This is an optimization exercise on Yosys and OpenROAD, whose aim is small area, a short achievable clock period and few clock cycles per item, not a production implementation.
Only simulation tests tie the RTL to the original design; equivalence was not proved.

**flow/config.mk**
```make
export PLATFORM = sky130hd
export DESIGN_NAME = anffl_tex_etc1_encoder
export DESIGN_NICKNAME = anffl_tex_etc1_encoder
export VERILOG_FILES = /design/flow/design.v
export SDC_FILE = /design/flow/constraint.sdc
export NUM_CORES = 4
export LEC_CHECK = 0
export CAP_MARGIN = 20
export CORE_MARGIN = 2
export CORE_UTILIZATION = 40
export SLEW_MARGIN = 20
```
**flow/design.v**
```verilog
package anffl_tex_pkg;
  localparam int OFS_R    = 0;
  localparam int OFS_B    = 8;
  localparam int OFS_G    = 16;
  localparam int OFS_FLIP = 24;
  localparam int OFS_DIFF = 25;
  localparam int OFS_CW1  = 26;
  localparam int OFS_CW0  = 29;
  localparam int OFS_IDX  = 32;
  localparam int AW = 14;    
  function automatic int mod_small(input int t);
    case (t)
      0: mod_small = 2;   1: mod_small = 5;   2: mod_small = 9;   3: mod_small = 13;
      4: mod_small = 18;  5: mod_small = 24;  6: mod_small = 33;  default: mod_small = 47;
    endcase
  endfunction
  function automatic int mod_large(input int t);
    case (t)
      0: mod_large = 8;   1: mod_large = 17;  2: mod_large = 29;  3: mod_large = 42;
      4: mod_large = 60;  5: mod_large = 80;  6: mod_large = 106; default: mod_large = 183;
    endcase
  endfunction
  function automatic int z_width(input int t);
    case (t)
      0: z_width = 7;   1: z_width = 8;   2: z_width = 9;   3: z_width = 9;
      4: z_width = 10;  5: z_width = 10;  6: z_width = 10;  default: z_width = 11;
    endcase
  endfunction
  function automatic int acc_width(input int t);
    case (t)
      0: acc_width = 10;  1: acc_width = 11;  2: acc_width = 12;  3: acc_width = 12;
      4: acc_width = 13;  5: acc_width = 13;  default: acc_width = 14;
    endcase
  endfunction
  function automatic int nbits(input int v);
    nbits = 1;
    while ((1 << nbits) <= v) nbits++;
  endfunction
  function automatic logic [3:0] q4(input logic [10:0] sum);
    q4 = 4'd0;
    for (int i = 0; i < 256; i++)
      if (sum[10:3] == 8'(i)) q4 = 4'((i * 15 + 128) >> 8);
  endfunction
  function automatic logic gt_u(input logic [15:0] x, input logic [15:0] y);
    logic g;
    g = 1'b0;
    for (int i = 0; i < 16; i++) g = (x[i] & !y[i]) | (!(x[i] ^ y[i]) & g);
    gt_u = g;
  endfunction
  function automatic logic [7:0] clamp_loss(input int m, input logic [3:0] x);
    clamp_loss = 8'd0;
    for (int i = 0; i < 16; i++)
      if (x == 4'(i) && m > 17 * i) clamp_loss = 8'(m - 17 * i);
  endfunction
  function automatic logic [7:0] clamp_loss3(input int m, input logic [1:0] n0,
                                             input logic [1:0] n1, input logic [1:0] n2);
    clamp_loss3 = 8'd0;
    for (int i0 = 0; i0 < 4; i0++)
      for (int i1 = 0; i1 < 4; i1++)
        for (int i2 = 0; i2 < 4; i2++)
          if (i0 + i1 + i2 <= 3 && n0 == 2'(i0) && n1 == 2'(i1) && n2 == 2'(i2))
            clamp_loss3 = 8'(i0 * m + i1 * ((m > 17) ? m - 17 : 0)
                             + i2 * ((m > 34) ? m - 34 : 0));
  endfunction
  function automatic logic lt_const(input logic [7:0] a, input int m);
    logic lt, eq;
    lt = 1'b0;
    eq = 1'b1;
    if (m > 255) lt_const = 1'b1;
    else begin
      for (int i = 7; i >= 0; i--) begin
        if ((m >> i) & 1) begin
          lt = lt | (eq & !a[i]);
          eq = eq & a[i];
        end else begin
          eq = eq & !a[i];
        end
      end
      lt_const = lt;
    end
  endfunction
endpackage
module anffl_tex_etc1_texel_err #(
  parameter int SM = 2,
  parameter int LG = 8,
  parameter int ZW = 11
) (
  input  logic [23:0]   a_i,      
  input  logic [2:0]    pos_i,    
  input  logic [11:0]   q_i,      
  input  logic [11:0]   n_i,      
  output logic [4*ZW-1:0] z_o      
);
  localparam int WS = anffl_tex_pkg::nbits(SM);
  localparam int WL = anffl_tex_pkg::nbits(LG);
  logic [WS-1:0] ms [3];
  logic [WL-1:0] ml [3];
  logic [WL-1:0] glp [3], gln [3];
  logic [1:0] np [3], nn [3];
  always_comb begin
    for (int j = 0; j < 3; j++) begin
      np[j] = n_i[2*j +: 2];
      nn[j] = n_i[6+2*j +: 2];
    end
    for (int c = 0; c < 3; c++) begin
      logic [7:0] a;
      logic [3:0] q;
      a = a_i[8*c +: 8];
      q = q_i[4*c +: 4];
      ms[c]  = anffl_tex_pkg::lt_const(a, SM) ? a[WS-1:0] : WS'(SM);
      ml[c]  = anffl_tex_pkg::lt_const(a, LG) ? a[WL-1:0] : WL'(LG);
      glp[c] = WL'(anffl_tex_pkg::clamp_loss(LG, 4'd15 - q));
      gln[c] = WL'(anffl_tex_pkg::clamp_loss(LG, q));
    end
  end
  logic [ZW-1:0] ksp, ksn, klp, kln;
  always_comb begin
    ksp = ZW'(anffl_tex_pkg::clamp_loss3(SM, np[0], np[1], np[2]));
    ksn = ZW'(anffl_tex_pkg::clamp_loss3(SM, nn[0], nn[1], nn[2]));
    if (LG <= 51) begin
      klp = ZW'(anffl_tex_pkg::clamp_loss3(LG, np[0], np[1], np[2]));
      kln = ZW'(anffl_tex_pkg::clamp_loss3(LG, nn[0], nn[1], nn[2]));
    end else begin
      klp = ZW'(glp[0]) + ZW'(glp[1]) + ZW'(glp[2]);
      kln = ZW'(gln[0]) + ZW'(gln[1]) + ZW'(gln[2]);
    end
  end
  logic [ZW-1:0] z [4];
  always_comb begin
    z[0] = ZW'(3 * (LG - SM)) + ksp
         + ZW'({pos_i[0] ? ms[0] : WS'(0), 1'b0})
         + ZW'({pos_i[1] ? ms[1] : WS'(0), 1'b0})
         + ZW'({pos_i[2] ? ms[2] : WS'(0), 1'b0});
    z[1] = klp
         + ZW'({pos_i[0] ? ml[0] : WL'(0), 1'b0})
         + ZW'({pos_i[1] ? ml[1] : WL'(0), 1'b0})
         + ZW'({pos_i[2] ? ml[2] : WL'(0), 1'b0});
    z[2] = ZW'(3 * (LG - SM)) + ksn
         + ZW'({pos_i[0] ? WS'(0) : ms[0], 1'b0})
         + ZW'({pos_i[1] ? WS'(0) : ms[1], 1'b0})
         + ZW'({pos_i[2] ? WS'(0) : ms[2], 1'b0});
    z[3] = kln
         + ZW'({pos_i[0] ? WL'(0) : ml[0], 1'b0})
         + ZW'({pos_i[1] ? WL'(0) : ml[1], 1'b0})
         + ZW'({pos_i[2] ? WL'(0) : ml[2], 1'b0});
  end
  assign z_o = {z[3], z[2], z[1], z[0]};
endmodule
module anffl_tex_etc1_encoder
(
  input  logic        clk,
  input  logic        rst_n,
  input  logic        in_valid,
  output logic        in_ready,
  input  logic [23:0] in_texel,
  output logic        out_valid,
  input  logic        out_ready,
  output logic [63:0] out_block,
  output logic        busy
);
  localparam int AW = anffl_tex_pkg::AW;
  logic [3:0] ph, widx, ph_n, widx_n;
  logic       pend, run_q, done_pend, fill, ov, wr_d, rdy_q, busy_q;
  logic       pend_n, run_n, done_n, fill_n, ov_n, start_n;
  logic [2:0] nblk, nblk_n;
  logic       start, ev0, wr, ta, tb;
  assign start     = (ph == 4'd0) && pend && (!done_pend || !ov);
  assign ev0       = (ph == 4'd0) ? start : run_q;
  assign wr        = in_valid && rdy_q;
  assign ta        = (ph == 4'd3) && done_pend && !ov && !fill;
  assign tb        = (ph == 4'd5) && fill;
  assign in_ready  = rdy_q;
  assign out_valid = ov;
  assign busy      = busy_q;
  always_comb begin
    ph_n    = ph + 4'd1;
    widx_n  = wr ? widx + 4'd1 : widx;
    pend_n  = (wr && widx == 4'd15) ? 1'b1 : (start ? 1'b0 : pend);
    run_n   = (ph == 4'd0) ? start : run_q;
    done_n  = (ph == 4'd15 && run_q) ? 1'b1 : (tb ? 1'b0 : done_pend);
    fill_n  = ta ? 1'b1 : (tb ? 1'b0 : fill);
    ov_n    = tb ? 1'b1 : ((ov && out_ready) ? 1'b0 : ov);
    case ({wr && widx == 4'd15, ov && out_ready})
      2'b10:   nblk_n = nblk + 3'd1;
      2'b01:   nblk_n = nblk - 3'd1;
      default: nblk_n = nblk;
    endcase
    start_n = (ph_n == 4'd0) && pend_n && (!done_n || !ov_n);
  end
  logic inc_ok, dec_ok, busy_n, rdy_n;
  logic [3:0] rdy_w;    
  assign inc_ok = rdy_q && (widx == 4'd15);
  assign dec_ok = ov;
  always_comb begin
    for (int k = 0; k < 4; k++) begin
      logic       w, o, pn, dn, on, sn;
      logic [3:0] wn;
      w  = k[1] && rdy_q;
      o  = k[0];
      wn = w ? widx + 4'd1 : widx;
      pn = (w && widx == 4'd15) ? 1'b1 : (start ? 1'b0 : pend);
      on = tb ? 1'b1 : ((ov && o) ? 1'b0 : ov);
      sn = (ph_n == 4'd0) && pn && (!done_n || !on);
      rdy_w[k] = (ph_n == wn) && (!pn || sn);
    end
    rdy_n = rdy_w[{in_valid, out_ready}];
    case ({in_valid && inc_ok, out_ready && dec_ok})
      2'b10:   busy_n = 1'b1;
      2'b01:   busy_n = (nblk > 3'd1);
      default: busy_n = (nblk != 3'd0);
    endcase
  end
  always_ff @(posedge clk or negedge rst_n) begin
    if (!rst_n) begin
      ph        <= '0;
      widx      <= '0;
      pend      <= 1'b0;
      run_q     <= 1'b0;
      done_pend <= 1'b0;
      fill      <= 1'b0;
      ov        <= 1'b0;
      wr_d      <= 1'b0;
      nblk      <= '0;
      rdy_q     <= 1'b0;
      busy_q    <= 1'b0;
    end else begin
      ph        <= ph_n;
      widx      <= widx_n;
      pend      <= pend_n;
      run_q     <= run_n;
      done_pend <= done_n;
      fill      <= fill_n;
      ov        <= ov_n;
      wr_d      <= wr;
      nblk      <= nblk_n;
      rdy_q     <= rdy_n;
      busy_q    <= busy_n;
    end
  end
  logic [23:0] tr [16];
  always_ff @(posedge clk) begin
    for (int i = 0; i < 15; i++) tr[i] <= tr[i+1];
    tr[15] <= wr ? in_texel : tr[0];
  end
  logic [10:0] sum [2][3];
  logic [1:0]  wsb;       
  logic        tfirst;    
  logic [3:0]  qb [2][3];
  always_ff @(posedge clk or negedge rst_n)
    if (!rst_n) wsb <= '0;
    else        wsb <= {wr && widx[1], wr && !widx[1]};
  always_ff @(posedge clk)
    tfirst <= (widx[3:2] == 2'd0) && !widx[0];
  always_ff @(posedge clk) begin
    for (int s = 0; s < 2; s++) begin
      logic upd;
      upd = wsb[s];
      for (int c = 0; c < 3; c++)
        sum[s][c] <= ((upd && tfirst) ? 11'd0 : sum[s][c])
                   + (upd ? 11'(tr[15][8*c +: 8]) : 11'd0);
    end
    if (ph == 4'd15) for (int c = 0; c < 3; c++) qb[0][c] <= anffl_tex_pkg::q4(sum[0][c]);
    if (ph == 4'd1)  for (int c = 0; c < 3; c++) qb[1][c] <= anffl_tex_pkg::q4(sum[1][c]);
  end
  logic [23:0] a1;
  logic [2:0]  pos1;
  logic [11:0] q1, n1;
  logic        v1;
  always_ff @(posedge clk) begin
    for (int j = 0; j < 3; j++) begin
      logic [1:0] np, nn;
      np = '0;
      nn = '0;
      for (int c = 0; c < 3; c++) begin
        np = np + 2'(qb[ph[1]][c] == 4'(15 - j));
        nn = nn + 2'(qb[ph[1]][c] == 4'(j));
      end
      n1[2*j +: 2]     <= np;
      n1[6 + 2*j +: 2] <= nn;
    end
    for (int c = 0; c < 3; c++) begin
      logic [3:0] qc;
      logic [8:0] d;
      qc = qb[ph[1]][c];
      d  = {1'b0, tr[0][8*c +: 8]} - {1'b0, qc, qc};
      a1[8*c +: 8] <= d[8] ? 8'(-d) : d[7:0];
      pos1[c]      <= !d[8] && (d != 9'd0);
      q1[4*c +: 4] <= qc;
    end
  end
  always_ff @(posedge clk or negedge rst_n)
    if (!rst_n) v1 <= 1'b0; else v1 <= ev0;
  logic v2, v3;
  logic signed [AW-1:0] acc [2][8];
  logic [15:0]          cnew;
  logic                 sb1, sb2, sb3, fs1, fs2, fs3;
  always_ff @(posedge clk) begin
    sb1 <= ph[1];
    fs1 <= (ph[3:2] == 2'd0) && !ph[0];
    sb2 <= sb1;
    fs2 <= fs1;
    sb3 <= sb2;
    fs3 <= fs2;
  end
  for (genvar t = 0; t < 8; t++) begin : g_tbl
    localparam int ZW = anffl_tex_pkg::z_width(t);
    localparam int TW = anffl_tex_pkg::acc_width(t);
    localparam int LG = anffl_tex_pkg::mod_large(t);
    logic [4*ZW-1:0] z;
    logic [ZW-1:0] z2 [4];
    logic [ZW-1:0] z3;
    logic [1:0]    c3;
    anffl_tex_etc1_texel_err #(
      .SM(anffl_tex_pkg::mod_small(t)),
      .LG(LG),
      .ZW(ZW)
    ) u_err (
      .a_i  (a1),
      .pos_i(pos1),
      .q_i  (q1),
      .n_i  (n1),
      .z_o  (z)
    );
    always_ff @(posedge clk) for (int k = 0; k < 4; k++) z2[k] <= z[k*ZW +: ZW];
    always_ff @(posedge clk) begin
      logic [ZW-1:0] z01, z23;
      logic          c01, c23;
      c01 = anffl_tex_pkg::gt_u(16'(z2[1]), 16'(z2[0]));
      z01 = c01 ? z2[1] : z2[0];
      c23 = anffl_tex_pkg::gt_u(16'(z2[3]), 16'(z2[2]));
      z23 = c23 ? z2[3] : z2[2];
      if (anffl_tex_pkg::gt_u(16'(z23), 16'(z01))) begin z3 <= z23; c3 <= {1'b1, c23}; end
      else           begin z3 <= z01; c3 <= {1'b0, c01}; end
    end
    assign cnew[2*t +: 2] = c3;
    logic signed [TW-1:0] tacc [2];
    always_ff @(posedge clk)
      for (int s = 0; s < 2; s++) begin
        logic upd;
        upd = v3 && (sb3 == 1'(s));
        tacc[s] <= ((upd && fs3) ? TW'(24 * LG) : tacc[s])
                 - (upd ? TW'(z3) : TW'(0));
      end
    assign acc[0][t] = AW'(tacc[0]);
    assign acc[1][t] = AW'(tacc[1]);
  end
  always_ff @(posedge clk or negedge rst_n)
    if (!rst_n) begin
      v2 <= 1'b0;
      v3 <= 1'b0;
    end else begin
      v2 <= v1;
      v3 <= v2;
    end
  logic [15:0] cr [16];
  always_ff @(posedge clk) begin
    for (int i = 0; i < 15; i++) cr[i] <= cr[i+1];
    cr[15] <= v3 ? cnew : cr[0];
  end
  logic [15:0] xs [8];       
  logic [15:0] v1t [4], v2t [2];
  logic        i1t [4];
  logic [1:0]  i2t [2];
  logic [2:0]  bt;
  always_comb
    for (int t = 0; t < 8; t++)
      xs[t] = 16'({!acc[ph[1]][t][AW-1], acc[ph[1]][t][AW-2:0]});
  always_ff @(posedge clk) begin
    for (int p = 0; p < 4; p++) begin
      i1t[p] <= anffl_tex_pkg::gt_u(xs[2*p], xs[2*p+1]);
      v1t[p] <= anffl_tex_pkg::gt_u(xs[2*p], xs[2*p+1]) ? xs[2*p+1] : xs[2*p];
    end
    for (int p = 0; p < 2; p++)
      if (anffl_tex_pkg::gt_u(v1t[2*p], v1t[2*p+1])) begin
        v2t[p] <= v1t[2*p+1];
        i2t[p] <= {1'b1, i1t[2*p+1]};
      end else begin
        v2t[p] <= v1t[2*p];
        i2t[p] <= {1'b0, i1t[2*p]};
      end
  end
  assign bt = anffl_tex_pkg::gt_u(v2t[0], v2t[1]) ? {1'b1, i2t[1]} : {1'b0, i2t[0]};
  logic [11:0] qo [2];
  logic [63:0] ob;
  always_ff @(posedge clk) begin
    if (ph == 4'd15 && run_q) begin
      for (int c = 0; c < 3; c++) begin
        qo[0][4*c +: 4] <= qb[0][c];
        qo[1][4*c +: 4] <= qb[1][c];
      end
    end
    if (ta) begin
      ob[anffl_tex_pkg::OFS_R + 4 +: 4] <= qo[0][8 +: 4];
      ob[anffl_tex_pkg::OFS_B + 4 +: 4] <= qo[0][0 +: 4];
      ob[anffl_tex_pkg::OFS_G + 4 +: 4] <= qo[0][4 +: 4];
      ob[anffl_tex_pkg::OFS_CW0 +: 3]   <= bt;
      for (int j = 0; j < 16; j++)
        if (j % 4 < 2) begin
          logic [15:0] cw;
          cw = cr[j];
          ob[anffl_tex_pkg::OFS_IDX + 2 * (4 * (j / 4) + 3 - j % 4) +: 2] <= cw[2 * bt +: 2];
        end
    end
    if (tb) begin
      ob[anffl_tex_pkg::OFS_R +: 4] <= qo[1][8 +: 4];
      ob[anffl_tex_pkg::OFS_B +: 4] <= qo[1][0 +: 4];
      ob[anffl_tex_pkg::OFS_G +: 4] <= qo[1][4 +: 4];
      ob[anffl_tex_pkg::OFS_CW1 +: 3] <= bt;
      for (int j = 0; j < 16; j++)
        if (j % 4 >= 2) begin
          logic [15:0] cw;
          cw = cr[(j + 14) % 16];
          ob[anffl_tex_pkg::OFS_IDX + 2 * (4 * (j / 4) + 3 - j % 4) +: 2] <= cw[2 * bt +: 2];
        end
    end
  end
  assign out_block = {ob[63:26], 2'b00, ob[23:0]};
endmodule
```
**flow/run.sh**
```bash
#!/bin/bash
# synth_recipe.tcl (not shown) runs the flow's synth.tcl, then flattens the netlist and writes it again
# the make line also repeats each setting of config.mk as NAME=value (left out here)
make -C /OpenROAD-flow-scripts/flow DESIGN_CONFIG=/design/flow/config.mk WORK_HOME=/design/flow/orfs CLKGATE_MAP_FILE= SYNTH_SCRIPT=/design/flow/synth_recipe.tcl finish
```
**flow/constraint.sdc**
```tcl
create_clock -name core_clock -period 17.0 [get_ports {clk}]
set_input_delay 3.4000 -clock core_clock [delete_from_list [all_inputs] [get_ports {clk}]]
set_output_delay 3.4000 -clock core_clock [all_outputs]
set_load 0.01 [all_outputs]
```
==> metrics.csv, run 1 <==
stage;metric;value;unit
sta;final.setup.worst_slack;11.61;ns
sta;fin_crit;5.39;ns
die;design.core.area;0.210;sq mm
synth;synth_largest_area_cell;dfxtp_1;
worst_setup_path;slowest_delay;0.69;ns
min_path;worstHoldPathType;flop to flop;
synth;ys_warn_count;92;
global_route;first_global_vias;60006;
drt;first_pass_iters;8;
sta;final_hold_viol_count;0;
clock_network;holdBufCountCts;0;
sta;max_freq;0.186;GHz
cells_and_area;nNetsFinal;10105;
drt;avgRoutedWirePerCell;20.0;um
clock_network;root_buffer;clkbuf_16;
global_route;grt_first_pass_wirelength;358;mm
sta;finClkSkew;0.0797;ns
cells_and_area;area_delta_synth_final;11.3;%
worst_setup_path;crit_arrival;6.06;ns
drt;drt_iter0_markers;4615;
synth;ys_async_sr_fraction;1.42;%
synth;syn_area_per_cell;9.61;sq um
outcome;status;finished clean;
sta;min_period_over_period;31.7;%
placement;dp_hpwl;179;mm
die;io_pins;95;
die;die_w;464;um
drt;drc;0;
worst_setup_path;start_kind;flop;
clock_network;cts.sinks;1549;
worst_setup_path;crit_required;17.67;ns
synth;synth_seq_cells;1549;
worst_setup_path;path_max_fanout;18;
cells_and_area;drive_gt1_share;6.50;%
synth;ys_seq_area_share;38.0;%
synth;synth_edf_count;110;
sta;setup_viol;0;
sta;finalMaxSlewViolations;0;
job;maxCapViolCount;0;
synth;synth_flop_cell;dfxtp_1;
sta;worst_pin_slew;1.17;ns
clock_network;post_cts_resize_count;0;
worst_setup_path;slowest_stage;a21oi_1;
placement;dp.cells;11444;
worst_setup_path;path_cells;or3_1, buf_4, a21oi_1, o21ai_0, nor2_1, nor2_1, fa_1, inv_1, fa_1, inv_1, ha_1, inv_1, fa_1, inv_1, a21oi_1, o21bai_1, a21oi_1, o22ai_1;
global_route;grtUsageTotal;21.5;%
worst_setup_path;worstSetupEndpointType;flop;
die;start_util;40.3;%
clock_network;cts_tree;done;
synth;yosysUniqueCellTypes;99;
worst_setup_path;crit_type;flop to flop;
worst_setup_path;cp_common_cell;inv_1;
synth;synth_area_leaders;dfxtp_1 33%, ha_1 12%, fa_1 10%;
placement;post-place-ws;11.34;ns
clock_network;cts_max_path_buffers;3;
drt;postRouteAntennaNets;0;
global_route;antenna_found_initial;19;
sta;fin_setup_tns;0;ns
synth;synth_cells;8809;
clock_network;cts-htree-levels;4;
cells_and_area;finish.utilization;44.9;%
global_route;grt_start_max_net_pins;76;
synth;netlist.area_leader.share;33.5;%
clock_network;clk_pin_slew_worst_paths;0.06;ns
clock_network;numCtsBuffers;158;
drt;vias;60554;
die;rows;168;
die;die_h;464;um
drt;via_per_inst;5.15;
cells_and_area;stdcell_count;11751;
clock_network;post-cts-setup-buffers;0;
global_route;grt_overflow;0;
drt;wl;234;mm
synth;synth_area;0.0847;sq mm
sta;slew_headroom;21.3;%
clock_network;insertion_delay;0.84;ns
placement;gp_congestion;0.968;
die;design.die.area;0.215;sq mm
sta;rsz0062_at_grt;no;
placement;io_buffers;92;
through the flow:
stage / hold slack (ns) / area, sq um
5_1_grt: 0.318 / 94200
2_1_floorplan: 0.310 / 84700
3_5_place_dp: 0.312 / 88500
6_report: 0.313 / 94200
4_1_cts: 0.310 / 94200
3_3_place_gp: 0.310 / 88500
per-layer routing:
metal	part of all wire, %	vias to the layer above	GRT usage (%)
li1	-	29131	-
met1	45	29219	29.3
met2	44	1760	33.8
met3	6.1	438	3.70
met4	4.2	6	8.66
met5	0.016	-	0
final cells by class:
type / instances / area [sq um]
Antenna cell: 12 / 30.0
Clock buffer: 214 / 4550
Clock inverter: 80 / 1170
Fill cell: 19832 / 116000
Inverter: 1191 / 4470
Multi-Input combinational cell: 5718 / 46700
Sequential cell: 1549 / 32200
Tap cell: 2805 / 3510
Timing Repair Buffer: 182 / 1600
Yosys cell counts, types with 147 or more instances:
cell type	n
inv_1	1183
and2_1	180
clkbuf_1	296
dfxtp_1	1417
a21oi_1	457
nor2b_1	147
xnor2_1	238
fa_1	441
nor2_1	519
mux2i_1	272
nand2_1	742
ha_1	836
o21ai_0	334
state kept, by name, summed over array words and instances, names as in the netlist, 27 cells and up:
register and count:
v1t 53, ob 62, v2t 27, g_tbl.z2 278
cr 256, tr 384, g_tbl.tacc 198, sum 66
g_tbl.z3 73
worst max-delay path: cells and delay by family, from the launching register on:
family                   cells  cell delay (ns)
AO/OA/AOI/OAI                6             1.85
adder cells (fa/ha/maj)      4             1.54
AND/OR/NAND/NOR              3             0.79
flip-flops                   1             0.58
buffers and inverters        5             0.49
kinds of logic after synthesis:
logic type / after synthesis / share of synthesized area, %
compound gates: 1555 / 11.7
other cells: 1 / 0.00443
buf+inv: 1543 / 6.90
mux: 383 / 4.93
xor+xnor: 317 / 3.28
fa+ha+maj: 1279 / 22.8
simple gates: 2182 / 12.3
flops: 1549 / 38.0
worst paths after layout:
check	startpoint	to	slack, ns	depth (start not counted)
worst max register to register	a1[5]$_DFF_P_	g_tbl[4].z2[2][8]$_DFF_P_	11.61	18
worst max-delay path	a1[5]$_DFF_P_	g_tbl[4].z2[2][8]$_DFF_P_	11.61	18
worst min register to register	cr[2][3]$_DFF_P_	cr[1][3]$_DFF_P_	0.31	0
min in group asynchronous	rst_n	pend$_DFF_PN0_	2.97	2
max in group asynchronous	rst_n	ph[1]$_DFF_PN0_	13.76	2
worst min-delay path	cr[2][3]$_DFF_P_	cr[1][3]$_DFF_P_	0.31	0
cells in the final DEF (no fill, tap or decap), types with 38 or more instances in the layout:
cell type / instances
edfxtp_1: 110
nor3_1: 108
mux2i_1: 271
o21a_1: 77
clkdlybuf4s50_1: 92
mux2_2: 88
dfxtp_1: 1413
and3_1: 38
a21oi_1: 457
o21bai_1: 128
or2_2: 58
or3_1: 53
fa_1: 441
o22ai_1: 41
nand2b_1: 106
ha_1: 836
xnor2_1: 238
nor2b_1: 145
nor2_1: 519
clkbuf_16: 163
nand2_1: 741
a21o_1: 123
xor2_1: 79
o21ai_0: 332
buf_4: 90
nand3_1: 101
and2_1: 178
a21boi_0: 50
inv_1: 1182
Testbench counts, summed over its fixed seeds: cycles 6,448, blocks 384.
==> run 2, diff against run 1 <==
--- a/flow/design.v
+++ b/flow/design.v
@@ -163,7 +163,8 @@
   logic       pend, run_q, done_pend, fill, ov, wr_d, rdy_q, busy_q;
   logic       pend_n, run_n, done_n, fill_n, ov_n, start_n;
   logic [2:0] nblk, nblk_n;
-  logic       start, ev0, wr, ta, tb;
+  logic       start, ev0, wr, ta, tb, idle;
+  logic       v1, v2, v3;
   assign start     = (ph == 4'd0) && pend && (!done_pend || !ov);
   assign ev0       = (ph == 4'd0) ? start : run_q;
   assign wr        = in_valid && rdy_q;
@@ -171,9 +172,11 @@
   assign tb        = (ph == 4'd5) && fill;
   assign in_ready  = rdy_q;
   assign out_valid = ov;
+  assign idle      = (widx == 4'd0) && !pend && !run_q && !done_pend && !fill
+                     && !v1 && !v2 && !v3;
   assign busy      = busy_q;
   always_comb begin
-    ph_n    = ph + 4'd1;
+    ph_n    = (ph == 4'd0 && idle && !wr) ? 4'd0 : ph + 4'd1;
     widx_n  = wr ? widx + 4'd1 : widx;
     pend_n  = (wr && widx == 4'd15) ? 1'b1 : (start ? 1'b0 : pend);
     run_n   = (ph == 4'd0) ? start : run_q;
@@ -194,14 +197,15 @@
   always_comb begin
     for (int k = 0; k < 4; k++) begin
       logic       w, o, pn, dn, on, sn;
-      logic [3:0] wn;
+      logic [3:0] wn, phk;
       w  = k[1] && rdy_q;
       o  = k[0];
       wn = w ? widx + 4'd1 : widx;
+      phk = (ph == 4'd0 && idle && !w) ? 4'd0 : ph + 4'd1;
       pn = (w && widx == 4'd15) ? 1'b1 : (start ? 1'b0 : pend);
       on = tb ? 1'b1 : ((ov && o) ? 1'b0 : ov);
-      sn = (ph_n == 4'd0) && pn && (!done_n || !on);
-      rdy_w[k] = (ph_n == wn) && (!pn || sn);
+      sn = (phk == 4'd0) && pn && (!done_n || !on);
+      rdy_w[k] = (phk == wn) && (!pn || sn);
     end
     rdy_n = rdy_w[{in_valid, out_ready}];
     case ({in_valid && inc_ok, out_ready && dec_ok})
@@ -265,7 +269,6 @@
   logic [23:0] a1;
   logic [2:0]  pos1;
   logic [11:0] q1, n1;
-  logic        v1;
   always_ff @(posedge clk) begin
     for (int j = 0; j < 3; j++) begin
       logic [1:0] np, nn;
@@ -290,7 +293,6 @@
   end
   always_ff @(posedge clk or negedge rst_n)
     if (!rst_n) v1 <= 1'b0; else v1 <= ev0;
-  logic v2, v3;
   logic signed [AW-1:0] acc [2][8];
   logic [15:0]          cnew;
   logic                 sb1, sb2, sb3, fs1, fs2, fs3;
==> metrics.csv, run 2 <==
stage;metric;value;unit
worst_setup_path;start_kind;flop;
placement;dp_hpwl;183;mm
die;design.core.area;0.212;sq mm
global_route;grt_overflow;0;
synth;yosysUniqueCellTypes;99;
die;die_w;466;um
cells_and_area;layout_commonest_cell;dfxtp_1;
clock_network;clk_pin_slew_worst_paths;0.06;ns
worst_setup_path;worstSetupEndpointType;flop;
clock_network;cts_tree;done;
clock_network;root_buffer;clkbuf_16;
die;design.die.area;0.217;sq mm
synth;ys_seq_area_share;37.8;%
sta;finClkSkew;0.0318;ns
die;io_pins;95;
synth;netlist.area_leader.share;33.3;%
cells_and_area;layout_common_cells;1,414 x dfxtp_1, 1,187 x inv_1, 836 x ha_1;
cells_and_area;top_regs;tr (384), g_tbl.z2 (278), cr (256);
synth;synth_area_leaders;dfxtp_1 33%, ha_1 12%, fa_1 10%;
cells_and_area;finish.utilization;44.6;%
cells_and_area;n_fill_cell;20193;
synth;ys_async_sr_fraction;1.42;%
clock_network;numCtsBuffers;161;
synth;synth_seq_cells;1549;
sta;setup_viol;0;
synth;synth_largest_area_cell;dfxtp_1;
worst_setup_path;crit_required;17.71;ns
drt;first_pass_iters;8;
synth;synth_flop_cell;dfxtp_1;
drt;via_per_inst;5.16;
drt;drc;0;
clock_network;post-cts-setup-buffers;0;
min_path;worstHoldPathType;flop to flop;
die;start_util;40.2;%
cells_and_area;largest_register;tr;
global_route;first_global_vias;61109;
clock_network;cts-htree-levels;4;
placement;io_buffers;92;
job;maxCapViolCount;0;
clock_network;holdBufCountCts;0;
drt;postRouteAntennaNets;0;
synth;netlist_top_cells_count;1,417 x dfxtp_1, 1,188 x inv_1, 836 x ha_1;
drt;vias;61434;
cells_and_area;area_delta_synth_final;10.9;%
clock_network;cts_max_path_buffers;3;
synth;ys_warn_count;92;
worst_setup_path;crit_arrival;6.42;ns
sta;slew_headroom;20.5;%
global_route;grtUsageTotal;21.8;%
worst_setup_path;path_max_fanout;16;
sta;fin_crit;5.71;ns
drt;wl;238;mm
drt;avgRoutedWirePerCell;20.0;um
synth;synth_edf_count;110;
synth;yosysMostFrequentCell;dfxtp_1;
sta;max_freq;0.175;GHz
sta;min_period_over_period;33.6;%
global_route;antenna_found_initial;17;
clock_network;insertion_delay;0.82;ns
synth;synth_cells;8962;
sta;rsz0062_at_grt;no;
drt;drt_iter0_markers;4420;
die;rows;169;
global_route;grt_start_max_net_pins;66;
synth;synth_area;0.0853;sq mm
sta;finalMaxSlewViolations;0;
cells_and_area;nNetsFinal;10244;
placement;gp_congestion;1.03;
sta;final_hold_viol_count;0;
worst_setup_path;crit_type;flop to flop;
cells_and_area;largest_reg_flops;384;
sta;fin_setup_tns;0;ns
die;die_h;466;um
global_route;grt_first_pass_wirelength;363;mm
clock_network;cts.sinks;1549;
outcome;status;finished clean;
synth;syn_area_per_cell;9.52;sq um
sta;worst_pin_slew;1.19;ns
cells_and_area;drive_gt1_share;6.19;%
clock_network;post_cts_resize_count;0;
run 2: cell type report:
type	count	area, sq um	area share [%]
Antenna cell	14	35.0	0.0370
Clock buffer	223	4720	4.99
Clock inverter	71	761	0.804
Inverter	1197	4500	4.75
Multi-Input combinational cell	5851	47200	49.9
Sequential cell	1549	32200	34.1
Tap cell	2821	3530	3.73
Timing Repair Buffer	179	1570	1.66
run 2: critical path: stages (launching register included):
cell and delay [ns]:
dfxtp_1 0.80, or3_1 0.77, nor2_1 0.43, o21ai_0 0.75, o21ai_0 0.17, ha_1 0.32
inv_1 0.05, fa_1 0.52, inv_1 0.05, fa_1 0.44, inv_1 0.07, ha_1 0.16
inv_1 0.05, fa_1 0.40, inv_1 0.07, a21oi_1 0.06, o21bai_1 0.23, a21oi_1 0.11
o22ai_1 0.16
run 2: cells by family after synthesis:
family	after synthesis	share of synthesized area, %
and+or+nand+nor	2301	12.8
AOI/OAI and AO/OA	1566	11.7
buffers and inverters	1563	6.91
DFF	1549	37.8
adders and majority gates	1281	22.7
muxes	387	4.95
xor gates and xnor gates	314	3.23
other	1	0.00440
run 2: path summary, 6_finish.rpt:
check                                   start                        end  slack, ns  cells after the start
max reg2reg                    a1[13]$_DFF_P_  g_tbl[4].z2[0][8]$_DFF_P_      11.29                     18
min reg2reg                tr[14][21]$_DFF_P_         tr[13][21]$_DFF_P_       0.30                      0
max in group asynchronous               rst_n        nblk[1]$_DFFE_PN0P_      13.77                      2
min                        tr[14][21]$_DFF_P_         tr[13][21]$_DFF_P_       0.30                      0
max                            a1[13]$_DFF_P_  g_tbl[4].z2[0][8]$_DFF_P_      11.29                     18
min in group asynchronous               rst_n             v1$_DFFE_PN0N_       2.96                      2
run 2: routing by layer:
metal | routed length [um] | vias to the layer above | track usage (%)
met1 | 107000 | 29577 | 29.5
met2 | 106000 | 1792 | 34.2
met5 | 57 | - | 0
met3 | 15000 | 448 | 3.76
li1 | - | 29609 | -
met4 | 10500 | 8 | 9.14
run 2: metrics by stage:
stage	hold WS [ns]	setup WS, ns	instances	cell area, sq um
floorplan	0.310	12.50	8963	85300
global placement	0.309	11.56	11597	89000
detailed placement	0.312	11.47	11597	89000
CTS	0.294	11.39	11891	94500
global route	0.309	11.12	11900	94600
finish	0.298	11.29	11905	94600
Testbench counts of run 2, summed over its fixed seeds: cycles 6,328, blocks 384.
==> run 3, diff against run 2 <==
--- a/flow/design.v
+++ b/flow/design.v
@@ -85,16 +85,16 @@
   parameter int LG = 8,
   parameter int ZW = 11
 ) (
-  input  logic [23:0]   a_i,      
-  input  logic [2:0]    pos_i,    
+  input  logic [23:0]   ap_i,     
+  input  logic [23:0]   an_i,     
   input  logic [11:0]   q_i,      
   input  logic [11:0]   n_i,      
   output logic [4*ZW-1:0] z_o      
 );
   localparam int WS = anffl_tex_pkg::nbits(SM);
   localparam int WL = anffl_tex_pkg::nbits(LG);
-  logic [WS-1:0] ms [3];
-  logic [WL-1:0] ml [3];
+  logic [WS-1:0] msp [3], msn [3];
+  logic [WL-1:0] mlp [3], mln [3];
   logic [WL-1:0] glp [3], gln [3];
   logic [1:0] np [3], nn [3];
   always_comb begin
@@ -103,12 +103,15 @@
       nn[j] = n_i[6+2*j +: 2];
     end
     for (int c = 0; c < 3; c++) begin
-      logic [7:0] a;
+      logic [7:0] ap, an;
       logic [3:0] q;
-      a = a_i[8*c +: 8];
-      q = q_i[4*c +: 4];
-      ms[c]  = anffl_tex_pkg::lt_const(a, SM) ? a[WS-1:0] : WS'(SM);
-      ml[c]  = anffl_tex_pkg::lt_const(a, LG) ? a[WL-1:0] : WL'(LG);
+      ap = ap_i[8*c +: 8];
+      an = an_i[8*c +: 8];
+      q  = q_i[4*c +: 4];
+      msp[c] = anffl_tex_pkg::lt_const(ap, SM) ? ap[WS-1:0] : WS'(SM);
+      msn[c] = anffl_tex_pkg::lt_const(an, SM) ? an[WS-1:0] : WS'(SM);
+      mlp[c] = anffl_tex_pkg::lt_const(ap, LG) ? ap[WL-1:0] : WL'(LG);
+      mln[c] = anffl_tex_pkg::lt_const(an, LG) ? an[WL-1:0] : WL'(LG);
       glp[c] = WL'(anffl_tex_pkg::clamp_loss(LG, 4'd15 - q));
       gln[c] = WL'(anffl_tex_pkg::clamp_loss(LG, q));
     end
@@ -128,21 +131,13 @@
   logic [ZW-1:0] z [4];
   always_comb begin
     z[0] = ZW'(3 * (LG - SM)) + ksp
-         + ZW'({pos_i[0] ? ms[0] : WS'(0), 1'b0})
-         + ZW'({pos_i[1] ? ms[1] : WS'(0), 1'b0})
-         + ZW'({pos_i[2] ? ms[2] : WS'(0), 1'b0});
+         + ZW'({msp[0], 1'b0}) + ZW'({msp[1], 1'b0}) + ZW'({msp[2], 1'b0});
     z[1] = klp
-         + ZW'({pos_i[0] ? ml[0] : WL'(0), 1'b0})
-         + ZW'({pos_i[1] ? ml[1] : WL'(0), 1'b0})
-         + ZW'({pos_i[2] ? ml[2] : WL'(0), 1'b0});
+         + ZW'({mlp[0], 1'b0}) + ZW'({mlp[1], 1'b0}) + ZW'({mlp[2], 1'b0});
     z[2] = ZW'(3 * (LG - SM)) + ksn
-         + ZW'({pos_i[0] ? WS'(0) : ms[0], 1'b0})
-         + ZW'({pos_i[1] ? WS'(0) : ms[1], 1'b0})
-         + ZW'({pos_i[2] ? WS'(0) : ms[2], 1'b0});
+         + ZW'({msn[0], 1'b0}) + ZW'({msn[1], 1'b0}) + ZW'({msn[2], 1'b0});
     z[3] = kln
-         + ZW'({pos_i[0] ? WL'(0) : ml[0], 1'b0})
-         + ZW'({pos_i[1] ? WL'(0) : ml[1], 1'b0})
-         + ZW'({pos_i[2] ? WL'(0) : ml[2], 1'b0});
+         + ZW'({mln[0], 1'b0}) + ZW'({mln[1], 1'b0}) + ZW'({mln[2], 1'b0});
   end
   assign z_o = {z[3], z[2], z[1], z[0]};
 endmodule
@@ -266,8 +261,7 @@
     if (ph == 4'd15) for (int c = 0; c < 3; c++) qb[0][c] <= anffl_tex_pkg::q4(sum[0][c]);
     if (ph == 4'd1)  for (int c = 0; c < 3; c++) qb[1][c] <= anffl_tex_pkg::q4(sum[1][c]);
   end
-  logic [23:0] a1;
-  logic [2:0]  pos1;
+  logic [23:0] ap1, an1;
   logic [11:0] q1, n1;
   always_ff @(posedge clk) begin
     for (int j = 0; j < 3; j++) begin
@@ -286,8 +280,8 @@
       logic [8:0] d;
       qc = qb[ph[1]][c];
       d  = {1'b0, tr[0][8*c +: 8]} - {1'b0, qc, qc};
-      a1[8*c +: 8] <= d[8] ? 8'(-d) : d[7:0];
-      pos1[c]      <= !d[8] && (d != 9'd0);
+      ap1[8*c +: 8] <= d[8] ? 8'd0 : d[7:0];
+      an1[8*c +: 8] <= d[8] ? 8'(-d) : 8'd0;
       q1[4*c +: 4] <= qc;
     end
   end
@@ -295,14 +289,13 @@
     if (!rst_n) v1 <= 1'b0; else v1 <= ev0;
   logic signed [AW-1:0] acc [2][8];
   logic [15:0]          cnew;
-  logic                 sb1, sb2, sb3, fs1, fs2, fs3;
+  logic       sb1, sb2;
+  logic [1:0] upd, ini;
   always_ff @(posedge clk) begin
     sb1 <= ph[1];
-    fs1 <= (ph[3:2] == 2'd0) && !ph[0];
     sb2 <= sb1;
-    fs2 <= fs1;
-    sb3 <= sb2;
-    fs3 <= fs2;
+    upd <= {v2 && sb2, v2 && !sb2};
+    ini <= {ph == 4'd3 && run_q, ph == 4'd1 && run_q};
   end
   for (genvar t = 0; t < 8; t++) begin : g_tbl
     localparam int ZW = anffl_tex_pkg::z_width(t);
@@ -317,8 +310,8 @@
       .LG(LG),
       .ZW(ZW)
     ) u_err (
-      .a_i  (a1),
-      .pos_i(pos1),
+      .ap_i (ap1),
+      .an_i (an1),
       .q_i  (q1),
       .n_i  (n1),
       .z_o  (z)
@@ -337,12 +330,8 @@
     assign cnew[2*t +: 2] = c3;
     logic signed [TW-1:0] tacc [2];
     always_ff @(posedge clk)
-      for (int s = 0; s < 2; s++) begin
-        logic upd;
-        upd = v3 && (sb3 == 1'(s));
-        tacc[s] <= ((upd && fs3) ? TW'(24 * LG) : tacc[s])
-                 - (upd ? TW'(z3) : TW'(0));
-      end
+      for (int s = 0; s < 2; s++)
+        tacc[s] <= ini[s] ? TW'(24 * LG) : tacc[s] - (upd[s] ? TW'(z3) : TW'(0));
     assign acc[0][t] = AW'(tacc[0]);
     assign acc[1][t] = AW'(tacc[1]);
   end
--- a/flow/config.mk
+++ b/flow/config.mk
@@ -8,4 +8,5 @@
 export CAP_MARGIN = 20
 export CORE_MARGIN = 2
 export CORE_UTILIZATION = 40
+export CTS_BUF_LIST = sky130_fd_sc_hd__clkbuf_4 sky130_fd_sc_hd__clkbuf_8
 export SLEW_MARGIN = 20
==> metrics.csv, run 3 <==
stage;metric;value;unit
placement;dp_hpwl;173;mm
worst_setup_path;worstSetupEndpointType;primary output;
cells_and_area;nNetsFinal;10005;
sta;worst_pin_slew;1.18;ns
synth;synth_edf_count;110;
job;maxCapViolCount;0;
synth;synth_seq_cells;1568;
clock_network;clk_pin_slew_worst_paths;0.07;ns
worst_setup_path;worstPathBufferInverterCount;1;
synth;synth_largest_area_cell;dfxtp_1;
worst_setup_path;r2r_end;g_tbl[3].z2[0][8]$_DFF_P_;
synth;ys_async_sr_fraction;1.40;%
worst_setup_path;path_delay_family;buffers and inverters;
worst_setup_path;crit_required;13.60;ns
drt;via_per_inst;5.07;
synth;synth_flop_cell;dfxtp_1;
placement;gp_congestion;0.924;
worst_setup_path;path_max_fanout;12;
clock_network;cts_tree;done;
cells_and_area;layout_common_cells;1,432 x dfxtp_1, 1,094 x inv_1, 836 x ha_1;
drt;postRouteAntennaNets;0;
drt;drc;0;
die;io_pins;95;
die;design.die.area;0.214;sq mm
placement;placed_area;0.0877;sq mm
clock_network;insertion_delay;1.01;ns
min_path;worstHoldPathType;flop to flop;
global_route;grt_overflow;0;
synth;yosysMostFrequentCell;dfxtp_1;
drt;avgRoutedWirePerCell;19.1;um
clock_network;holdBufCountCts;0;
sta;rsz0062_at_grt;no;
global_route;first_global_vias;60118;
cells_and_area;area_delta_synth_final;10.8;%
die;design.core.area;0.209;sq mm
clock_network;numCtsBuffers;239;
cells_and_area;largest_register;tr;
sta;fin_setup_tns;0;ns
global_route;antenna_found_initial;12;
sta;slew_headroom;21.3;%
worst_setup_path;path_cells;clkdlybuf4s50_1;
drt;drt_iter0_markers;3919;
synth;synth_area;0.0840;sq mm
synth;netlist_top_cells_count;1,436 x dfxtp_1, 1,096 x inv_1, 836 x ha_1;
drt;first_pass_iters;7;
worst_setup_path;start_kind;flop;
outcome;status;finished clean;
clock_network;post-cts-setup-buffers;0;
clock_network;post_cts_resize_count;0;
clock_network;root_buffer;clkbuf_8;
placement;post-place-ws;11.04;ns
clock_network;cts-htree-levels;4;
die;rows;168;
placement;io_buffers;92;
worst_setup_path;crit_arrival;2.15;ns
sta;finalMaxSlewViolations;0;
drt;vias;59393;
sta;min_period_over_period;32.7;%
synth;synth_area_leaders;dfxtp_1 34%, ha_1 12%, fa_1 11%;
cells_and_area;drive_gt1_share;8.30;%
sta;final_hold_viol_count;0;
sta;max_freq;0.180;GHz
worst_setup_path;crit_path_end;in_ready;
synth;syn_area_per_cell;9.74;sq um
worst_setup_path;path_depth;1;
sta;final.setup.worst_slack;11.45;ns
clock_network;cts.sinks;1568;
die;start_util;40.2;%
worst_setup_path;slowest_delay;0.61;ns
worst_setup_path;regToRegSetupSlack;11.74;ns
cells_and_area;largest_reg_flops;384;
global_route;grt_start_max_net_pins;74;
placement;dp.cells;11264;
sta;fin_crit;5.55;ns
worst_setup_path;rr_worst_depth;20;
die;die_h;462;um
synth;synth_cells;8619;
global_route;grtUsageTotal;20.9;%
drt;wl;224;mm
synth;ys_warn_count;108;
cells_and_area;stdcell_count;11704;
sta;setup_viol;0;
worst_setup_path;slowest_stage;clkdlybuf4s50_1;
clock_network;cts_max_path_buffers;3;
global_route;grt_first_pass_wirelength;344;mm
die;die_w;462;um
min_path;hold_path_depth;0;
cells_and_area;stdcell_area;0.0931;sq mm
synth;netlist.area_leader.share;34.2;%
worst_setup_path;worstReg2RegStart;ap1[15]$_SDFF_PN0_;
worst_setup_path;crit_start;rdy_q$_DFF_PN0_;
cells_and_area;top_regs;tr (384), g_tbl.z2 (278), cr (256);
synth;yosysUniqueCellTypes;92;
synth;ys_seq_area_share;38.8;%
sta;finClkSkew;0.0507;ns
worst_setup_path;crit_type;flop to primary output;
cells_and_area;layout_commonest_cell;dfxtp_1;
## run 3: worst min path at each step
stage	start	end
global route	tr[4][3]$_DFF_P_	tr[3][3]$_DFF_P_
CTS	tr[7][15]$_DFF_P_	tr[6][15]$_DFF_P_
detailed placement	tr[11][8]$_DFF_P_	tr[10][8]$_DFF_P_
global placement	tr[9][11]$_DFF_P_	tr[8][11]$_DFF_P_
finish	tr[4][14]$_DFF_P_	tr[3][14]$_DFF_P_
floorplan	cr[11][0]$_DFF_P_	cr[10][0]$_DFF_P_
## run 3: worst reg2reg max path, cell delays in order, from the launching register on
cell and delay, ns:
dfxtp_1 0.40, nor2_1 0.33, inv_2 0.17, nor2_2 0.66
inv_1 0.36, or2_2 0.47, inv_1 0.17, nand3_1 0.10
ha_1 0.30, inv_1 0.05, fa_1 0.52, inv_1 0.05
fa_1 0.43, inv_1 0.07, ha_1 0.16, inv_1 0.05
fa_1 0.39, inv_1 0.07, a21oi_1 0.06, o21bai_1 0.21
a22o_1 0.17
## run 3: cell families (layout without fill, tap and decap cells)
group	after synthesis	in the layout	synth area share, %
and+or+nand+nor	2252	2252	12.7
DFF	1568	1568	38.8
buffers and inverters	1433	1708	6.49
AOI/OAI and AO/OA	1387	1387	10.4
adders and majority gates	1277	1277	23.0
muxes	364	364	5.01
xor gates and xnor gates	337	337	3.51
other	1	6	0.00447
## run 3: metrics by stage
stage	hold WS (ns)	utilization, %
floorplan	0.310	-
global placement	0.310	41.9
detailed placement	0.312	41.9
CTS	0.288	44.5
global route	0.310	44.5
finish	0.298	44.5
## run 3: final cells by class
type	instances	area, sq um
diodes	4	10.0
well taps	2805	3510
multi-input cells	5619	46000
fillers	20045	116000
clock inverters	81	910
repair buffers	164	1460
flip-flops and latches	1568	32600
inverters	1108	4160
clock buffers	355	4470
## run 3: metal layers
| layer | routed length (um) | GRT usage [%] |
|---|---|---|
| met2 | 104000 | 34.6 |
| met1 | 97000 | 26.8 |
| met3 | 12100 | 3.40 |
| met5 | 0 | 0 |
| met4 | 10400 | 9.25 |
Testbench counts of run 3, summed over its fixed seeds: cycles 6,328, blocks 384.
==> run 4, diff against run 3 <==
--- a/flow/config.mk
+++ b/flow/config.mk
@@ -7,6 +7,6 @@
 export LEC_CHECK = 0
 export CAP_MARGIN = 20
 export CORE_MARGIN = 2
-export CORE_UTILIZATION = 40
-export CTS_BUF_LIST = sky130_fd_sc_hd__clkbuf_4 sky130_fd_sc_hd__clkbuf_8
+export CORE_UTILIZATION = 60
+export PLACE_DENSITY = 0.7
 export SLEW_MARGIN = 20
==> metrics.csv, run 4 <==
stage;metric;value;unit
outcome;status;finished clean;
sta;slew_headroom;18.8;%
synth;synth_area;0.0840;sq mm
synth;synth_flop_cell;dfxtp_1;
die;die_w;378;um
min_path;worstHoldPathType;flop to flop;
drt;avgRoutedWirePerCell;19.9;um
synth;syn_area_per_cell;9.74;sq um
synth;synth_edf_count;110;
placement;post-place-ws;11.02;ns
drt;wl;212;mm
cells_and_area;layout_common_cells;1,432 x dfxtp_1, 1,094 x inv_1, 836 x ha_1;
die;design.die.area;0.143;sq mm
worst_setup_path;slowest_stage;nor2_2;
placement;gp_congestion;0.978;
sta;finClkSkew;0.0664;ns
clock_network;cts_tree;done;
clock_network;root_buffer;clkbuf_16;
worst_setup_path;path_cells;nor2_1, inv_2, nor2_2, inv_1, or2_2, inv_1, nand3_1, ha_1, inv_1, fa_1, inv_1, fa_1, inv_1, ha_1, inv_1, fa_1, inv_1, a21oi_1, o21bai_1, xor2_1;
worst_setup_path;cp_common_cell;inv_1;
job;maxCapViolCount;0;
worst_setup_path;worstPathBufferInverterCount;8;
drt;drt_iter0_markers;4188;
placement;dp_hpwl;161;mm
sta;fin_crit;5.38;ns
global_route;grt_start_max_net_pins;69;
drt;vias;59444;
worst_setup_path;crit_type;flop to flop;
synth;synth_cells;8619;
worst_setup_path;crit_arrival;6.11;ns
sta;setup_viol;0;
cells_and_area;nNetsFinal;9935;
clock_network;numCtsBuffers;159;
sta;max_freq;0.186;GHz
worst_setup_path;path_max_fanout;16;
clock_network;cts-htree-levels;4;
clock_network;cts_max_path_buffers;3;
die;start_util;60.3;%
sta;final.setup.worst_slack;11.62;ns
sta;min_period_over_period;31.7;%
synth;synthMuxAreaShare;5.01;%
sta;worst_pin_slew;1.22;ns
worst_setup_path;slowest_delay;0.74;ns
die;die_h;378;um
synth;netlist.area_leader.share;34.2;%
cells_and_area;area_delta_synth_final;9.75;%
clock_network;post-cts-setup-buffers;0;
die;design.core.area;0.139;sq mm
synth;synth_largest_area_cell;dfxtp_1;
drt;via_per_inst;5.59;
cells_and_area;finish.utilization;66.2;%
global_route;antenna_found_initial;5;
cells_and_area;multiInputGateArea;0.0459;sq mm
global_route;grt_overflow;0;
cells_and_area;stdcell_area;0.0922;sq mm
synth;ys_seq_area_share;38.8;%
drt;postRouteAntennaNets;0;
die;io_pins;95;
clock_network;insertion_delay;0.84;ns
global_route;grt_first_pass_wirelength;329;mm
worst_setup_path;crit_required;17.73;ns
placement;io_buffers;92;
synth;ys_warn_count;108;
cells_and_area;drive_gt1_share;6.53;%
cells_and_area;layout_commonest_cell;dfxtp_1;
clock_network;post_cts_resize_count;0;
clock_network;cts.sinks;1568;
synth;synth-compound-area-share;10.4;%
drt;drc;0;
clock_network;holdBufCountCts;0;
worst_setup_path;worstSetupEndpointType;flop;
sta;fin_setup_tns;0;ns
placement;placed_area;0.0866;sq mm
drt;first_pass_iters;6;
synth;ys_async_sr_fraction;1.40;%
synth;synth_seq_cells;1568;
cells_and_area;n_fill_cell;11046;
worst_setup_path;start_kind;flop;
sta;final_hold_viol_count;0;
die;rows;137;
sta;whs;0.281;ns
cells_and_area;top_regs;tr (384), g_tbl.z2 (278), cr (256);
synth;synthAdderAreaFrac;23.0;%
global_route;first_global_vias;59944;
cells_and_area;seq_area;0.0326;sq mm
synth;synth_xor_area_share;3.51;%
synth;yosysUniqueCellTypes;92;
cells_and_area;largest_register;tr;
cells_and_area;largest_reg_flops;384;
sta;rsz0062_at_grt;no;
clock_network;clk_pin_slew_worst_paths;0.06;ns
global_route;grtUsageTotal;29.8;%
synth;synth_top_family_by_area;adder cells;
cells_and_area;num_antenna_cells;0;
synth;netlist_top_cells_count;1,436 x dfxtp_1, 1,096 x inv_1, 836 x ha_1;
synth;yosysMostFrequentCell;dfxtp_1;
synth;synth_area_leaders;dfxtp_1 34%, ha_1 12%, fa_1 11%;
sta;finalMaxSlewViolations;0;
synth;yosys.area_share.simple;12.7;%
worst_setup_path;path_delay_family;adder cells;
-- run 4: cell count changes in the layout (fill, tap and decap cells not counted), sizes merged --
cell / delta
clkinvlp: +9
bufinv: +2
diode: -4
clkinv: +4
buf: +10
inv: -10
clkbuf: -150
-- run 4: final cells by class --
class	instances	area share [%]
Tap cell	1876	2.55
Clock buffer	205	4.75
Multi-Input combinational cell	5619	49.8
Sequential cell	1568	35.4
Clock inverter	86	1.30
Timing Repair Buffer	174	1.66
Inverter	1108	4.51
-- run 4: cell families (layout without fill, tap and decap cells) --
| family | Yosys count | after routing |
|---|---|---|
| other cells | 1 | 2 |
| compound gates | 1387 | 1387 |
| mux | 364 | 364 |
| simple gates | 2252 | 2252 |
| flops | 1568 | 1568 |
| buf+inv | 1433 | 1573 |
| fa+ha+maj | 1277 | 1277 |
| xor+xnor | 337 | 337 |
-- run 4: worst reg2reg max path: cells and delay by family (launching register included) --
family,cells,cell delay [ns]
buf+inv,8,1.03
simple gates,4,1.64
fa+ha+maj,5,1.83
flops,1,0.41
xor+xnor,1,0.16
compound gates,2,0.28
-- run 4: path summary, 6_finish.rpt --
path / from / to / slack [ns] / cells after the start
max: ap1[15]$_SDFF_PN0_ / g_tbl[3].z2[0][6]$_DFF_P_ / 11.62 / 20
min: tr[7][13]$_DFF_P_ / tr[6][13]$_DFF_P_ / 0.28 / 0
max reg2reg: ap1[15]$_SDFF_PN0_ / g_tbl[3].z2[0][6]$_DFF_P_ / 11.62 / 20
min reg2reg: tr[7][13]$_DFF_P_ / tr[6][13]$_DFF_P_ / 0.28 / 0
max in group asynchronous: rst_n / ph[1]$_DFF_PN0_ / 14.09 / 1
min in group asynchronous: rst_n / v3$_DFF_PN0_ / 2.52 / 1
-- run 4: layer usage --
metal  GRT usage (%)  vias to the layer above  wire (um)
met4            19.0                        2      15300
met5               0                        -         11
li1                -                    28518          -
met2            48.0                     1854      96300
met1            36.5                    28493      85600
met3            6.20                      577      14300
-- run 4: stage by stage --
| stage | std cells |
|---|---|
| after floorplan | 8620 |
| after global placement | 10345 |
| after detailed placement | 10345 |
| after CTS | 10636 |
| after global routing | 10636 |
| final | 10636 |
==> run 5, diff against run 4 <==
--- a/flow/config.mk
+++ b/flow/config.mk
@@ -7,6 +7,7 @@
 export LEC_CHECK = 0
 export CAP_MARGIN = 20
 export CORE_MARGIN = 2
-export CORE_UTILIZATION = 60
-export PLACE_DENSITY = 0.7
+export CORE_UTILIZATION = 40
+export CTS_CLUSTER_DIAMETER = 120
+export CTS_CLUSTER_SIZE = 20
 export SLEW_MARGIN = 20
==> metrics.csv, run 5 <==
stage;metric;value;unit
clock_network;cts_max_path_buffers;3;
synth;ys_warn_count;108;
clock_network;root_buffer;clkbuf_16;
die;design.core.area;0.209;sq mm
clock_network;cts-htree-levels;3;
synth;yosysUniqueCellTypes;92;
cells_and_area;top_regs;tr (384), g_tbl.z2 (278), cr (256);
synth;synth_largest_area_cell;dfxtp_1;
drt;drc;0;
min_path;hold_path_depth;0;
sta;finClkSkew;0.0518;ns
synth;synth_edf_count;110;
sta;final_hold_viol_count;0;
synth;syn_area_per_cell;9.74;sq um
worst_setup_path;crit_path_end;in_ready;
sta;worst_pin_slew;1.22;ns
clock_network;numCtsBuffers;90;
drt;via_per_inst;5.12;
synth;yosysMostFrequentCell;dfxtp_1;
die;die_h;462;um
worst_setup_path;path_delay_family;buffers and inverters;
synth;netlist_top_cells_count;1,436 x dfxtp_1, 1,096 x inv_1, 836 x ha_1;
worst_setup_path;r2r_end;g_tbl[3].z2[0][6]$_DFF_P_;
synth;synth_seq_cells;1568;
global_route;first_global_vias;58669;
global_route;antenna_found_initial;9;
drt;wl;221;mm
die;io_pins;95;
job;maxCapViolCount;0;
die;start_util;40.2;%
worst_setup_path;worstReg2RegStart;ap1[15]$_SDFF_PN0_;
placement;io_buffers;92;
clock_network;post-cts-setup-buffers;0;
drt;drt_iter0_markers;3922;
sta;slew_headroom;18.8;%
synth;synth_area;0.0840;sq mm
synth;netlist.area_leader.share;34.2;%
clock_network;clk_pin_slew_worst_paths;0.09;ns
placement;dp_hpwl;173;mm
min_path;worstHoldPathType;flop to flop;
placement;dp.cells;11264;
worst_setup_path;path_cells;clkdlybuf4s50_1;
worst_setup_path;regToRegSetupSlack;11.72;ns
outcome;status;finished clean;
global_route;grt_first_pass_wirelength;339;mm
cells_and_area;nNetsFinal;9856;
global_route;grt_start_max_net_pins;74;
worst_setup_path;crit_arrival;1.94;ns
die;die_w;462;um
drt;avgRoutedWirePerCell;19.4;um
global_route;grt_overflow;0;
worst_setup_path;crit_type;flop to primary output;
synth;synth_area_leaders;dfxtp_1 34%, ha_1 12%, fa_1 11%;
drt;vias;58361;
clock_network;cts.sinks;1568;
drt;postRouteAntennaNets;0;
sta;fin_crit;5.34;ns
sta;rsz0062_at_grt;no;
cells_and_area;area_delta_synth_final;7.46;%
worst_setup_path;worstSetupEndpointType;primary output;
cells_and_area;layout_commonest_cell;dfxtp_1;
worst_setup_path;worstPathBufferInverterCount;1;
cells_and_area;layout_common_cells;1,432 x dfxtp_1, 1,094 x inv_1, 836 x ha_1;
cells_and_area;multiInputGateArea;0.0460;sq mm
cells_and_area;largest_reg_flops;384;
cells_and_area;n_fill_cell;20209;
cells_and_area;stdcell_count;11389;
worst_setup_path;crit_start;rdy_q$_DFF_PN0_;
die;rows;168;
cells_and_area;largest_register;tr;
synth;synth_flop_cell;dfxtp_1;
sta;min_period_over_period;31.4;%
synth;ys_async_sr_fraction;1.40;%
worst_setup_path;path_depth;1;
clock_network;insertion_delay;0.76;ns
worst_setup_path;crit_required;13.60;ns
sta;max_freq;0.187;GHz
synth;ys_seq_area_share;38.8;%
sta;fin_setup_tns;0;ns
die;design.die.area;0.214;sq mm
worst_setup_path;slowest_stage;clkdlybuf4s50_1;
sta;finalMaxSlewViolations;0;
synth;synth_cells;8619;
cells_and_area;drive_gt1_share;4.77;%
clock_network;holdBufCountCts;0;
clock_network;post_cts_resize_count;0;
worst_setup_path;rr_worst_depth;20;
clock_network;cts_tree;done;
sta;setup_viol;0;
worst_setup_path;start_kind;flop;
placement;gp_congestion;0.924;
cells_and_area;seq_area;0.0326;sq mm
worst_setup_path;path_max_fanout;12;
min_path;min-delay-start;tr[5][6]$_DFF_P_;
global_route;grtUsageTotal;20.6;%
drt;first_pass_iters;6;
worst_setup_path;slowest_delay;0.61;ns
-- run 5: cell counts after synthesis --
Identical to the previous run, type by type.
-- run 5: final cells by class --
class,count,area share (%)
Antenna cell,1,0.00277
Clock buffer,115,2.67
Clock inverter,9,0.151
Inverter,1108,4.61
Multi-Input combinational cell,5619,50.9
Sequential cell,1568,36.1
Tap cell,2805,3.89
Timing Repair Buffer,164,1.61
-- run 5: per-layer routing --
metal	vias up	wire length (um)	track usage, %
met3	362	10500	2.35
li1	28265	-	-
met5	-	0	0
met2	1469	103000	34.2
met1	28265	96700	26.9
met4	0	11200	9.38
-- run 5: worst min path at each step --
stage                                    to  slack (ns)
after global placement    tr[8][11]$_DFF_P_        0.31
after CTS                 tr[5][23]$_DFF_P_        0.30
final                      tr[4][6]$_DFF_P_        0.30
after detailed placement  tr[10][8]$_DFF_P_        0.31
after global routing       tr[4][6]$_DFF_P_        0.31
after floorplan           cr[10][0]$_DFF_P_        0.31
-- run 5: logic make-up after synthesis --
group                    Yosys count  share of synthesized area (%)
AO/OA/AOI/OAI                   1387                           10.4
XOR/XNOR                         337                           3.51
adder cells (fa/ha/maj)         1277                           23.0
buffers and inverters           1433                           6.49
flip-flops                      1568                           38.8
multiplexers                     364                           5.01
other                              1                        0.00447
AND/OR/NAND/NOR                 2252                           12.7
-- run 5: stage by stage --
step / instance area [sq um] / worst slack [ns] / util (%) / hold slack (ns)
CTS: 90200 / 11.59 / 43.1 / 0.299
floorplan: 84000 / 11.94 / - / 0.310
global route: 90200 / 11.37 / 43.1 / 0.310
global placement: 87700 / 10.96 / 41.9 / 0.310
detailed placement: 87700 / 11.04 / 41.9 / 0.312
finish: 90200 / 11.66 / 43.1 / 0.295
-- run 5: worst reg2reg max path, cell delays in order (launching register included) --
cell,delay [ns]
dfxtp_1,0.41
nor2_1,0.34
inv_2,0.16
nor2_2,0.67
inv_1,0.36
or2_2,0.47
inv_1,0.17
nand3_1,0.10
ha_1,0.30
inv_1,0.05
fa_1,0.52
inv_1,0.05
fa_1,0.43
inv_1,0.07
ha_1,0.16
inv_1,0.05
fa_1,0.39
inv_1,0.07
a21oi_1,0.06
o21bai_1,0.21
xor2_1,0.16

## static timing again, ports no longer ideal
The results above use ideal ports. As a check the final layouts listed here were re-extracted and re-timed, cells and wires unchanged. Step 1, drivers: a clkbuf_16 drives clk and a buf_2 each remaining input, both assumed. Step 2, shift: input delay + t, output delay - t, t = (earliest + latest rising clock arrival at the registers) / 2. This alone moves slack from input paths to output paths. Three values: no drivers, after step 1, after step 2; two values: the first two.
run | shift t [ns] | slack for setup (ns) | slew at the worst register clock pin (ns) | worst slew at a driven data input, ns
run 1 | 0.891 | 11.612 / 11.567 / 11.344 | 0.07 / 0.07 | 0.06
run 2 | 0.899 | 11.290 / 11.290 / 11.290 | 0.08 / 0.08 | 0.12
run 3 | 1.060 | 11.448 / 11.374 / 11.061 | 0.08 / 0.08 | 0.05
run 4 | 0.892 | 11.617 / 11.537 / 11.014 | 0.07 / 0.07 | 0.05
run 5 | 0.821 | 11.656 / 11.571 / 11.122 | 0.09 / 0.09 | 0.05
After both steps setup and hold are still met in every run listed. For run 4, which loses most, drivers alone change the setup slack by -0.080 ns; drivers and shift together by -0.603 ns.
